This design comes from an exercise in tuning for small area, a short achievable clock period and few clock cycles per item on the open sky130 flow, not from production work. Function was checked by simulation only, so behaviour that the tests miss may differ from the original. Power is estimated from default activity; no workload was simulated.

[flow/design.v]
`default_nettype none
package hqc_pkg;
    localparam int N = 97;
    localparam int WEIGHT = 6;
    localparam int LOC_W = 7;
    localparam int IDX_W = 3;
    localparam int MSG_W = 8;
    localparam int REP = 12;
    localparam int WORD_W = 32;
    localparam int POLY_WORDS = 4;
    typedef logic [N-1:0] poly_t;
    typedef logic [LOC_W-1:0] loc_t;
    localparam logic [5:0] ADDR_CTRL = 6'd0;
    localparam logic [5:0] ADDR_H = 6'd1;
    localparam logic [5:0] ADDR_S = 6'd5;
    localparam logic [5:0] ADDR_R1 = 6'd9;
    localparam logic [5:0] ADDR_R2 = 6'd15;
    localparam logic [5:0] ADDR_E = 6'd21;
    localparam logic [5:0] ADDR_MSG = 6'd27;
    localparam logic [5:0] ADDR_U = 6'd28;
    localparam logic [5:0] ADDR_V = 6'd32;
    typedef enum logic {
        JOB_U,
        JOB_V
    } job_t;
    typedef enum logic [1:0] {
        SEQ_IDLE,
        SEQ_ISSUE_U,
        SEQ_ISSUE_V,
        SEQ_WAIT
    } seq_state_t;
endpackage
`default_nettype wire
`timescale 1ns/1ps
`default_nettype none
module hqc_encrypt (
    input  wire logic        clk,
    input  wire logic        rst,
    input  wire logic        wb_cyc,
    input  wire logic        wb_stb,
    input  wire logic        wb_we,
    input  wire logic [5:0]  wb_adr,
    input  wire logic [31:0] wb_dat_i,
    output logic [31:0]      wb_dat_o,
    output logic             wb_ack
);
    localparam int N = 97;
    logic [N-1:0] h_reg;
    logic [N-1:0] s_reg;
    logic [N-1:0] acc_p;
    logic [N-1:0] acc_q;
    logic [6:0]   r1_loc [6];
    logic [6:0]   r2_loc [6];
    logic [6:0]   e_loc [6];
    logic [7:0]   msg_reg;
    localparam int KA = 3;
    logic [3:0]   n;
    logic         started;
    logic         ph;
    logic [N-1:0] r_reg;
    logic [6-KA:0] amt_b;
    logic [6:0]   amt_a;
    logic [6:0]   loc_b;
    logic access, wr, busy, go;
    logic [7:0]  dat_g;
    assign access = wb_cyc && wb_stb && !wb_ack;
    assign busy = (n != 4'd0);
    assign wr = access && wb_we && !busy;
    assign go = wr && (wb_adr == 6'd0) && wb_dat_i[0] && !rst;
    assign dat_g = wb_dat_i[7:0] & {8{!rst}};
    always_ff @(posedge clk) begin
        if (rst) wb_ack <= 1'b0;
        else wb_ack <= access;
    end
    logic [127:0] h_pad, s_pad, p_pad, q_pad;
    logic [3:0] h_ok, s_ok;
    logic [N-1:0] h_val, s_val;
    assign h_val = h_reg & {{1{h_ok[3]}}, {32{h_ok[2]}}, {32{h_ok[1]}}, {32{h_ok[0]}}};
    assign s_val = s_reg & {{1{s_ok[3]}}, {32{s_ok[2]}}, {32{s_ok[1]}}, {32{s_ok[0]}}};
    assign h_pad = {31'b0, h_val};
    assign s_pad = {31'b0, s_val};
    assign p_pad = {31'b0, acc_p};
    assign q_pad = {31'b0, acc_q};
    always_ff @(posedge clk) begin
        for (int k = 0; k < 3; k++) begin
            if (wr && wb_adr == 6'(1 + k)) h_reg[32*k +: 32] <= wb_dat_i;
            if (wr && wb_adr == 6'(5 + k)) s_reg[32*k +: 32] <= wb_dat_i;
        end
        if (wr && wb_adr == 6'd4) h_reg[96] <= wb_dat_i[0];
        if (wr && wb_adr == 6'd8) s_reg[96] <= wb_dat_i[0];
        for (int k = 0; k < 4; k++) begin
            if (rst) h_ok[k] <= 1'b0;
            else if (wr && wb_adr == 6'(1 + k)) h_ok[k] <= 1'b1;
            if (rst) s_ok[k] <= 1'b0;
            else if (wr && wb_adr == 6'(5 + k)) s_ok[k] <= 1'b1;
        end
        for (int j = 0; j < 6; j++) begin
            if (rst || (wr && wb_adr == 6'(9 + j)))  r1_loc[j] <= dat_g[6:0];
            if (rst || (wr && wb_adr == 6'(15 + j))) r2_loc[j] <= dat_g[6:0];
            if (rst || (wr && wb_adr == 6'(21 + j))) e_loc[j] <= dat_g[6:0];
        end
        if (rst || (wr && wb_adr == 6'd27)) msg_reg <= dat_g[7:0];
    end
    logic [31:0] rd_data;
    logic done_vis, busy_vis;
    assign done_vis = (n == 4'd0) ? started : (n >= 4'd10);
    assign busy_vis = busy && !(n >= 4'd10);
    logic [35:0] sel;
    always_comb begin
        for (int a = 0; a < 36; a++) sel[a] = (wb_adr == 6'(a));
    end
    always_comb begin
        rd_data = {30'b0, done_vis & sel[0], busy_vis & sel[0]};
        for (int k = 0; k < 4; k++) begin
            rd_data = rd_data | (h_pad[32*k +: 32] & {32{sel[1 + k]}});
            rd_data = rd_data | (s_pad[32*k +: 32] & {32{sel[5 + k]}});
            rd_data = rd_data | (p_pad[32*k +: 32] & {32{(sel[28 + k] && ph) || (sel[32 + k] && !ph)}});
            rd_data = rd_data | (q_pad[32*k +: 32] & {32{(sel[28 + k] && !ph) || (sel[32 + k] && ph)}});
        end
        for (int j = 0; j < 6; j++) begin
            rd_data[6:0] = rd_data[6:0] | (r1_loc[j] & {7{sel[9 + j]}});
            rd_data[6:0] = rd_data[6:0] | (r2_loc[j] & {7{sel[15 + j]}});
            rd_data[6:0] = rd_data[6:0] | (e_loc[j] & {7{sel[21 + j]}});
        end
        rd_data[7:0] = rd_data[7:0] | (msg_reg & {8{sel[27]}});
    end
    always_ff @(posedge clk) wb_dat_o <= rd_data;
    always_ff @(posedge clk) begin
        if (rst) begin
            n <= 4'd0;
            started <= 1'b0;
        end else if (go) begin
            n <= 4'd1;
            started <= 1'b1;
        end else if (busy) begin
            n <= (n == 4'd11) ? 4'd0 : n + 4'd1;
        end
    end
    logic [5:0] ja_oh, ja_busy, ja_nx;
    always_comb begin
        for (int j = 0; j < 6; j++) ja_busy[j] = ((n + 4'd2) >> 1) == 4'(j);
        ja_busy[0] = (n >= 4'd10);
        if (rst || !busy) ja_nx = 6'b000001;
        else ja_nx = ja_busy;
        if (go) ja_nx = 6'b000010;
    end
    always_ff @(posedge clk) ja_oh <= ja_nx;
    logic [6:0] amt_nx, amt_busy;
    always_comb begin
        amt_busy = '0;
        for (int j = 0; j < 6; j++) amt_busy = amt_busy | (r2_loc[j] & {7{ja_busy[j]}});
        if (rst) amt_nx = '0;
        else if (busy) amt_nx = amt_busy;
        else if (wr && wb_adr == 6'd15) amt_nx = dat_g[6:0];
        else amt_nx = r2_loc[0];
        if (go) amt_nx = r2_loc[1];
    end
    always_ff @(posedge clk) amt_a <= amt_nx;
    always_ff @(posedge clk) begin
        if (rst) ph <= 1'b0;
        else ph <= !ph;
    end
    logic [3:0] sel_h, sel_s;
    always_ff @(posedge clk) begin
        for (int k = 0; k < 4; k++) begin
            sel_h[k] <= !rst && !ph && (h_ok[k] || (wr && wb_adr == 6'(1 + k)));
            sel_s[k] <= !rst && ph && (s_ok[k] || (wr && wb_adr == 6'(5 + k)));
        end
    end
    logic [N-1:0] in_a;
    logic [N-1:0] rot_a;
    always_comb begin
        for (int i = 0; i < N; i++) in_a[i] = (h_reg[i] & sel_h[i / 32] & !rst) | (s_reg[i] & sel_s[i / 32] & !rst);
    end
    logic [N-1:0] sa [KA+1];
    assign sa[0] = in_a;
    genvar k, i;
    generate
        for (k = 0; k < KA; k++) begin : g_sa
            for (i = 0; i < N; i++) begin : g_bit
                assign sa[k+1][i] = amt_a[k] ? sa[k][(i + N - ((1 << k) % N)) % N] : sa[k][i];
            end
        end
    endgenerate
    assign rot_a = sa[KA];
    logic [6:0] loc_a;
    always_comb begin
        loc_a = '0;
        for (int j = 0; j < 6; j++) loc_a = loc_a | ((ph ? r1_loc[j] : e_loc[j]) & {7{ja_oh[j]}});
    end
    always_ff @(posedge clk) begin
        r_reg <= rot_a;
        amt_b <= amt_a[6:KA];
        loc_b <= rst ? 7'd0 : loc_a;
    end
    logic [N-1:0] flip;
    logic [N-1:0] rot_b;
    logic [N-1:0] term;
    always_comb begin
        for (int b = 0; b < N; b++) flip[b] = (loc_b == 7'(b));
    end
    logic [N-1:0] sb [8-KA];
    assign sb[0] = r_reg;
    generate
        for (k = 0; k < 7 - KA; k++) begin : g_sb
            for (i = 0; i < N; i++) begin : g_bit
                assign sb[k+1][i] = amt_b[k] ? sb[k][(i + N - ((1 << (k + KA)) % N)) % N] : sb[k][i];
            end
        end
    endgenerate
    assign rot_b = sb[7-KA];
    assign term = rot_b ^ flip;
    logic clr, add;
    logic [N-1:0] codeword;
    assign clr = go || rst;
    assign add = (go || busy) && !rst;
    always_comb begin
        codeword = '0;
        for (int b = 0; b < 96; b++) codeword[b] = msg_reg[b / 12];
    end
    always_ff @(posedge clk) begin
        acc_p <= ((acc_q & {N{!clr}}) | (codeword & {N{go && ph}})) ^ (term & {N{add}});
        acc_q <= (acc_p & {N{!clr}}) | (codeword & {N{go && !ph}});
    end
endmodule
`default_nettype wire
[flow/flow/run.sh]
#!/bin/bash
# The standard layout (standard.sh: ORFS synthesis to finish), with one
# change: the port buffers that global placement inserts are buf_4 cells
# instead of the default delay buffer, which is slow on input and output paths.
set -uo pipefail
export BUFFER_PORTS_ARGS="-buffer_cell sky130_fd_sc_hd__buf_4"
bash standard.sh finish > flow_make.log 2>&1
[flow/standard.sh]
#!/bin/bash
# synth_recipe.tcl (not shown) runs the flow's synth.tcl, then flattens the netlist and writes it again
# the make line also repeats each setting of config.mk as NAME=value (left out here)
make -C /OpenROAD-flow-scripts/flow DESIGN_CONFIG=/design/flow/config.mk WORK_HOME=/design/flow/orfs CLKGATE_MAP_FILE= SYNTH_SCRIPT=/design/flow/synth_recipe.tcl "${@:-finish}"
[flow/config.mk]
export PLATFORM = sky130hd
export DESIGN_NAME = hqc_encrypt
export DESIGN_NICKNAME = hqc_encrypt
export VERILOG_FILES = /design/flow/design.v
export SDC_FILE = /design/flow/constraint.sdc
export NUM_CORES = 4
export LEC_CHECK = 0
export CAP_MARGIN = 20
export CORE_MARGIN = 2
export CORE_UTILIZATION = 40
export CTS_CLUSTER_DIAMETER = 70
export CTS_CLUSTER_SIZE = 20
export SETUP_SLACK_MARGIN = 4.2
export SLEW_MARGIN = 30
[flow/constraint.sdc]
create_clock -name core_clock -period 7.0 [get_ports {clk}]
set_input_delay 1.4000 -clock core_clock [delete_from_list [all_inputs] [get_ports {clk}]]
set_output_delay 1.4000 -clock core_clock [all_outputs]
set_load 0.01 [all_outputs]
==> reports/metrics.cfg, run 1 <==
[cells_and_area]
stdcell_area_sq_um = 41200
fin_util_pct = 45.7
final_cell_mix = nand2_1 (429), dfxtp_1 (356), edfxtp_1 (328), a22oi_1 (280), a21oi_1 (267)
area_growth_pct = 13.3
final_nets = 3402
drive_above_1_share_pct = 24.2
final_common_cell = nand2_1

[route]
vias = 29800
drcViolationCount = 0
wl_per_cell_um = 33.6
dr.pass1.iters = 6
antenna_left = 0
drt_iter0_drc = 4871
vias_per_cell = 6.52
routed_wirelength_mm = 154

[worst_setup_path]
cp-end-kind = flop
slowest_delay_ns = 0.67
crit_path_frequent_cell = buf_4
critPathSlowestCell = or4b_2
crit_path_start_kind = primary input
worstSetupPathType = in2reg
cp.required_ns = 7.56
path_cells = buf_4 -> or4b_2 -> buf_4 -> o22ai_2 -> a22oi_1 -> nand3_1
cp_data_arrival_time_ns = 3.45
crit_fanout = 30

[cts]
cts_inserted_buffers = 48
cts_buffer_depth = 3
path_clk_slew_ns = 0.08
cts_root_buffer = clkbuf_16
tritoncts = built
cts_sinks = 698
clock_latency_ns = 0.65
htree_levels = 2
holdBufCountCts = 0

[sta]
maxSlewViolCount = 0
tns_ns = 0
fin_crit_sh_pct = 41.3
whs_ns = 0.328
fin_crit_ns = 2.89
setup_viol = 0
rsz0062_at_grt = yes
fin_skew_ns = 0.0327
fmax_mhz = 346
worstMarginPinSlew_ns = 1.09
final_hold_viol_count = 0
maxSlewHeadroom_pct = 26.8

[die]
dieArea_sq_um = 93400
dieWidth_um = 306
core_area_sq_um = 90100
ios = 76
rows = 110
initial_core_util_pct = 40.4
die_y_um = 306

[place]
dpl_cell_area_sq_um = 38000
hpwl_mm = 109
routabilityCongestion = 0.982
io_buffers = 75

[synth]
synth.area.mux_share_pct = 19.8
synthArstFlopShare_pct = 0
synth-xor-area-share_pct = 4.82
synth_compound_area_share_pct = 13.5
synth_fa_ha_area_share_pct = 0.103
avgSynthCellArea_sq_um = 10.7
syn-num-nets = 3437
ys_warn_count = 6
synthFlopType = dfxtp_1
yosys.area_share.simple_pct = 11.0
synth_top_family_by_area = multiplexers
netlist_instances = 3391
synth_edf_count = 328
syn_area_sq_um = 36400
ys_types = 72
ys_seq_area_share_pct = 47.4
ys_ff_latch = 698

[power_and_ir_drop]
swShare_pct = 27.9
cellLeakagePower_uw = 0.0138
clock_power_share_pct = 35.1
seqPwrFrac_pct = 53.0
p_switching_uw = 2410
power.internal_uw = 6210
powerDensity_nw_per_um2 = 209
total_power_uw = 8620
peakVddDrop_v = 0.000169
pwr-share-comb_pct = 11.9

[global_routing]
grt_pass1_vias = 27500
grt_pass1_wl_mm = 213
grt_usage_pct = 31.7
grt.overflow.total = 0
antenna_found_initial = 12
grt_start_max_net_pins = 105

[job]
drv_cap = 0

[outcome]
status = timing/DRC/antenna clean

[worst_hold_path]
hold_class = reg2reg

-- worst max-delay path, delay by kind of cell --
kind | cells | cell delay, ns
AOI/OAI and AO/OA | 2 | 0.67
and+or+nand+nor | 2 | 0.83
buffers and inverters | 2 | 0.51
-- cell type report --
| cell class | instances | area, sq um |
|---|---|---|
| inverters | 8 | 32.5 |
| well taps | 1176 | 1470 |
| fillers | 8374 | 48900 |
| multi-input cells | 2415 | 19000 |
| flip-flops and latches | 698 | 17300 |
| clock inverters | 25 | 273 |
| clock buffers | 63 | 1290 |
| diodes | 1 | 2.50 |
| repair buffers | 185 | 1920 |
-- cells in the mapped netlist (4+ instances only) --
library cell / n / share of area [%]
a2111oi_0: 4 / 0.096
a211oi_1: 6 / 0.12
a21o_1: 19 / 0.39
a21oi_1: 302 / 4.2
a221o_1: 5 / 0.14
a221oi_1: 37 / 0.89
a222oi_1: 6 / 0.17
a22o_1: 13 / 0.31
a22oi_1: 291 / 6.0
a31oi_1: 7 / 0.12
a32o_1: 6 / 0.17
a32oi_1: 12 / 0.29
and2_1: 8 / 0.14
and3_1: 12 / 0.21
and3b_1: 4 / 0.096
buf_1: 36 / 0.37
buf_2: 63 / 0.87
clkbuf_1: 170 / 1.8
dfxtp_1: 370 / 20
edfxtp_1: 328 / 27
inv_1: 7 / 0.072
mux2_2: 234 / 7.2
mux2_4: 11 / 0.45
mux2i_1: 194 / 5.3
mux2i_4: 12 / 0.74
mux4_2: 98 / 6.1
nand2_1: 441 / 4.5
nand2_2: 7 / 0.12
nand2b_1: 7 / 0.12
nand3_1: 35 / 0.48
nand4_1: 20 / 0.34
nor2_1: 212 / 2.2
nor2b_1: 16 / 0.28
nor3_1: 115 / 1.6
nor4_1: 6 / 0.10
o21ai_0: 16 / 0.22
o2bb2ai_1: 7 / 0.17
or2_2: 7 / 0.12
xnor2_1: 31 / 0.75
xor2_1: 158 / 3.8
xor2_2: 6 / 0.27
-- logic make-up after synthesis --
kind of cell,after synthesis
AO/OA/AOI/OAI,746
flip-flops,698
AND/OR/NAND/NOR,916
adder cells (fa/ha/maj),3
XOR/XNOR,195
buffers and inverters,284
multiplexers,549
-- power groups by stage --
| stage | Sequential, uW | Clock [uW] | Combinational (uW) |
|---|---|---|---|
| floorplan | 4500 | 0 | 751 |
| global placement | 4690 | 0 | 832 |
| detailed placement | 4690 | 0 | 835 |
| CTS | 4560 | 3040 | 971 |
| global route | 4570 | 3180 | 1070 |
| finish | 4560 | 3030 | 1030 |
-- stage by stage --
stage               setup WS (ns)  cells
floorplan                    3.92   3391
global placement             2.49   4416
detailed placement           2.47   4416
CTS                          4.07   4534
global route                 4.11   4570
finish                       4.11   4571
-- what timing repair did --
item / in CTS / in global routing
cloned: 8 / 6
buffers inserted: 22 / 30
gates resized for setup: 121 / 94
hold endpoints to repair: 0 / 0
pin swaps: 10 / 10
endpoints found under the setup margin: 672 / 455
-- layer usage --
layer,share of wire [%],global-route usage [%],vias to the layer above
li1,-,-,12500
met1,41,45.1,14800
met2,42,45.8,2081
met3,12,8.17,382
met4,4.8,12.7,12
met5,0.052,0,-
-- path summary, 6_finish.rpt --
kind | cells past startpoint | startpoint | end | slack [ns]
hold reg to reg | 0 | amt_a[5] | amt_b[2] | 0.33
hold / removal | 0 | amt_a[5] | amt_b[2] | 0.33
setup / recovery | 6 | wb_adr[3] | wb_dat_o[7] | 4.11
setup reg to reg | 5 | ph | acc_p[78] | 4.15
Testbench counts, summed over its fixed seeds: cycles 6,720, jobs 96.
==> run 2, diff against run 1 <==
--- a/flow/design.v
+++ b/flow/design.v
@@ -136,15 +136,16 @@
             n <= (n == 4'd11) ? 4'd0 : n + 4'd1;
         end
     end
-    logic [5:0] ja_oh, ja_busy, ja_nx;
+    logic [5:0] ja_busy;
     always_comb begin
         for (int j = 0; j < 6; j++) ja_busy[j] = ((n + 4'd2) >> 1) == 4'(j);
         ja_busy[0] = (n >= 4'd10);
-        if (rst || !busy) ja_nx = 6'b000001;
-        else ja_nx = ja_busy;
-        if (go) ja_nx = 6'b000010;
-    end
-    always_ff @(posedge clk) ja_oh <= ja_nx;
+    end
+    logic [5:0] ja_oh;
+    always_comb begin
+        for (int j = 0; j < 6; j++) ja_oh[j] = ((n + 4'd1) >> 1) == 4'(j);
+        ja_oh[0] = (n == 4'd0) || (n == 4'd11);
+    end
     logic [6:0] amt_nx, amt_busy;
     always_comb begin
         amt_busy = '0;
--- a/flow/config.mk
+++ b/flow/config.mk
@@ -5,10 +5,10 @@
 export SDC_FILE = /design/flow/constraint.sdc
 export NUM_CORES = 4
 export LEC_CHECK = 0
-export CAP_MARGIN = 20
+export CAP_MARGIN = 30
 export CORE_MARGIN = 2
 export CORE_UTILIZATION = 40
 export CTS_CLUSTER_DIAMETER = 70
 export CTS_CLUSTER_SIZE = 20
 export SETUP_SLACK_MARGIN = 4.2
-export SLEW_MARGIN = 30
+export SLEW_MARGIN = 40
==> reports/metrics.cfg, run 2 <==
[cells_and_area]
nFillCells = 8227
final_cell_mix = nand2_1 (429), dfxtp_1 (347), edfxtp_1 (328), a22oi_1 (255), mux2i_1 (243)
area_growth_pct = 13.6
drive_above_1_share_pct = 22.5
final_common_cell = nand2_1
fin_util_pct = 46.0
final_nets = 3393

[power_and_ir_drop]
cellLeakagePower_uw = 0.0138
peakVddDrop_v = 0.000180
powerDensity_nw_per_um2 = 221

[synth]
post-synth-top-area-cell = edfxtp_1
yosys.area_share.simple_pct = 11.4
syn-num-nets = 3440
synth_fa_ha_area_share_pct = 0.104
ys_seq_area_share_pct = 47.7
ys_warn_count = 6
syn_area_sq_um = 36000
synth_top_cells_by_count = nand2_1 (440), dfxtp_1 (364), edfxtp_1 (328)
synth_compound_area_share_pct = 13.6
yosysMostFrequentCell = nand2_1
netlist_instances = 3394
synth.area.mux_share_pct = 19.1
ys_types = 63
avgSynthCellArea_sq_um = 10.6
synth-xor-area-share_pct = 4.77
synthTopCellsByArea = edfxtp_1 (27%), dfxtp_1 (20%), mux2i_1 (6.8%)
synthFlopType = dfxtp_1
ys_ff_latch = 692
synth_top_area_share_pct = 27.4
synth_edf_count = 328
synthArstFlopShare_pct = 0
synth_top_family_by_area = multiplexers

[route]
routed_wirelength_mm = 146
antenna_left = 0
vias = 29300
dr.pass1.iters = 7
vias_per_cell = 6.44
drt_iter0_drc = 4341
wl_per_cell_um = 32.0
drcViolationCount = 0

[worst_setup_path]
critPathSlowestCell = nor2_1
worstSetupPathType = in2reg
cp_data_arrival_time_ns = 3.16
path_cells = buf_8 -> or2_4 -> nor2_1 -> a21o_1
reg2reg_depth = 6
crit_fanout = 26
cp-end-kind = flop
crit_path_start_kind = primary input
cp.required_ns = 7.30
slowest_delay_ns = 0.75

[cts]
clock_latency_ns = 0.64
cts_sinks = 692
cts_root_buffer = clkbuf_16
tritoncts = built
path_clk_slew_ns = 0.09
htree_levels = 2
cts_inserted_buffers = 49
holdBufCountCts = 0
cts_buffer_depth = 3

[global_routing]
grt_pass1_wl_mm = 202
grt_pass1_vias = 26600
antenna_found_initial = 8
grt_usage_pct = 30.0
grt.overflow.total = 0
met3_usage_pct = 8.41
grt_start_max_net_pins = 136
grt.met1_usage_pct = 42.9
grt.busiest_layer = met2
use_met2_pct = 44.6

[worst_hold_path]
holdPathStages = 0
hold_class = reg2reg

[place]
preCtsSetupSlack_ns = 2.77
routabilityCongestion = 1.03
io_buffers = 75
hpwl_mm = 103

[sta]
rsz0062_at_grt = yes
fmax_mhz = 349
setup_viol = 0
final_hold_viol_count = 0
tns_ns = 0
maxSlewViolCount = 0
whs_ns = 0.323
fin_crit_ns = 2.87
fin_crit_sh_pct = 41.0
worstMarginPinSlew_ns = 0.926
maxSlewHeadroom_pct = 38.1
timing.final.ws_setup_ns = 4.13
fin_skew_ns = 0.0344

[die]
dieArea_sq_um = 92300
die_y_um = 304
ios = 76
rows = 109
dieWidth_um = 304
initial_core_util_pct = 40.5
core_area_sq_um = 88800

[outcome]
status = timing/DRC/antenna clean

[job]
drv_cap = 0

[run 2: changes by cell type in the layout (fill, tap and decap cells not counted), sizes merged, moves of 10 or more]
cell    change
a21oi      +11
a221oi     +11
a32o       +15
mux2i      +39
nand3      +14
a22oi      -27
and2       +11
o22ai      +22
a32oi      -10
mux2       -48
[run 2: layout make-up]
cell class / instances / area [sq um] / share of cell area (%)
timing repair buffer: 180 / 2000 / 4.90
clock buffer: 65 / 1360 / 3.33
multi-input combinational: 2418 / 18500 / 45.4
inverter: 6 / 26.3 / 0.0643
clock inverter: 23 / 268 / 0.656
antenna: 7 / 17.5 / 0.0429
sequential: 692 / 17200 / 42.1
tap: 1165 / 1460 / 3.57
[run 2: where the power goes]
part           internal, uW  total (uW)  switching, uW
Sequential             4350        4580            229
Combinational           552        1370            817
Clock                  1460        3060           1600
Total                  6370        9010           2650
[run 2: kinds of logic after synthesis]
logic type,count (synthesis)
adder cells (fa/ha/maj),3
multiplexers,541
flip-flops,692
AND/OR/NAND/NOR,933
buffers and inverters,290
AO/OA/AOI/OAI,739
XOR/XNOR,196
[run 2: critical path, delay by kind of cell]
family / cells / cell delay (ns)
buf+inv: 1 / 0.15
compound gates: 1 / 0.45
simple gates: 2 / 1.13
[run 2: final timing paths]
path / slack [ns] / to / start
hold / removal: 0.32 / amt_b[3] / amt_a[6]
hold reg to reg: 0.32 / amt_b[3] / amt_a[6]
setup / recovery: 4.13 / r1_loc[3][5] / wb_adr[1]
setup reg to reg: 4.23 / loc_b[0] / n[2]
[run 2: through the flow]
stage                     total power, uW  cells  area (sq um)
final                                9010   4556         40800
after global routing                 9240   4550         40800
after CTS                            8940   4524         40100
after detailed placement             5840   4399         37600
after global placement               5830   4398         37600
after floorplan                      5490   3394         36500
[run 2: layer usage]
metal / vias to the layer above / part of all wire, %
li1: 12500 / -
met1: 14600 / 41
met2: 1954 / 43
met3: 282 / 13
met4: 4 / 3.2
met5: - / 0.019
[run 2: repair_timing]
action                     CTS  global route
buffers inserted            28            14
resized for setup          100            83
pin swaps                   10            12
setup endpoints to repair  546           406
cloned                       9            11
Testbench counts of run 2, summed over its fixed seeds: cycles 6,720, jobs 96.

==> static timing again, ports no longer ideal <==
No port has a modelled driver above. Below, the same layouts with a new extraction and two added sets of constraints.
Step 1: set_driving_cell puts a clkbuf_16 on clk and a buf_2 on each other input, an assumption about the parent block.
Step 2, shift: input delay + t, output delay - t, t = (earliest + latest rising clock arrival at the registers) / 2. This alone moves slack from input paths to output paths.
a / b / c = no drivers / after step 1 / after step 2; a / b = the first two.
| run | t (ns) | setup slack, ns | worst hold slack (ns) | worst setup path after step 2 |
|---|---|---|---|---|
| run 1 | 0.702 | 4.109 / 4.098 / 3.396 | 0.328 / 0.328 / 0.328 | input to register |
| run 2 | 0.689 | 4.133 / 4.048 / 3.359 | 0.323 / 0.323 / 0.323 | input to register |
After both steps every run listed still meets setup and hold. The setup slack of run 2, which loses most, moves by -0.085 ns with the drivers and by -0.774 ns with both steps.
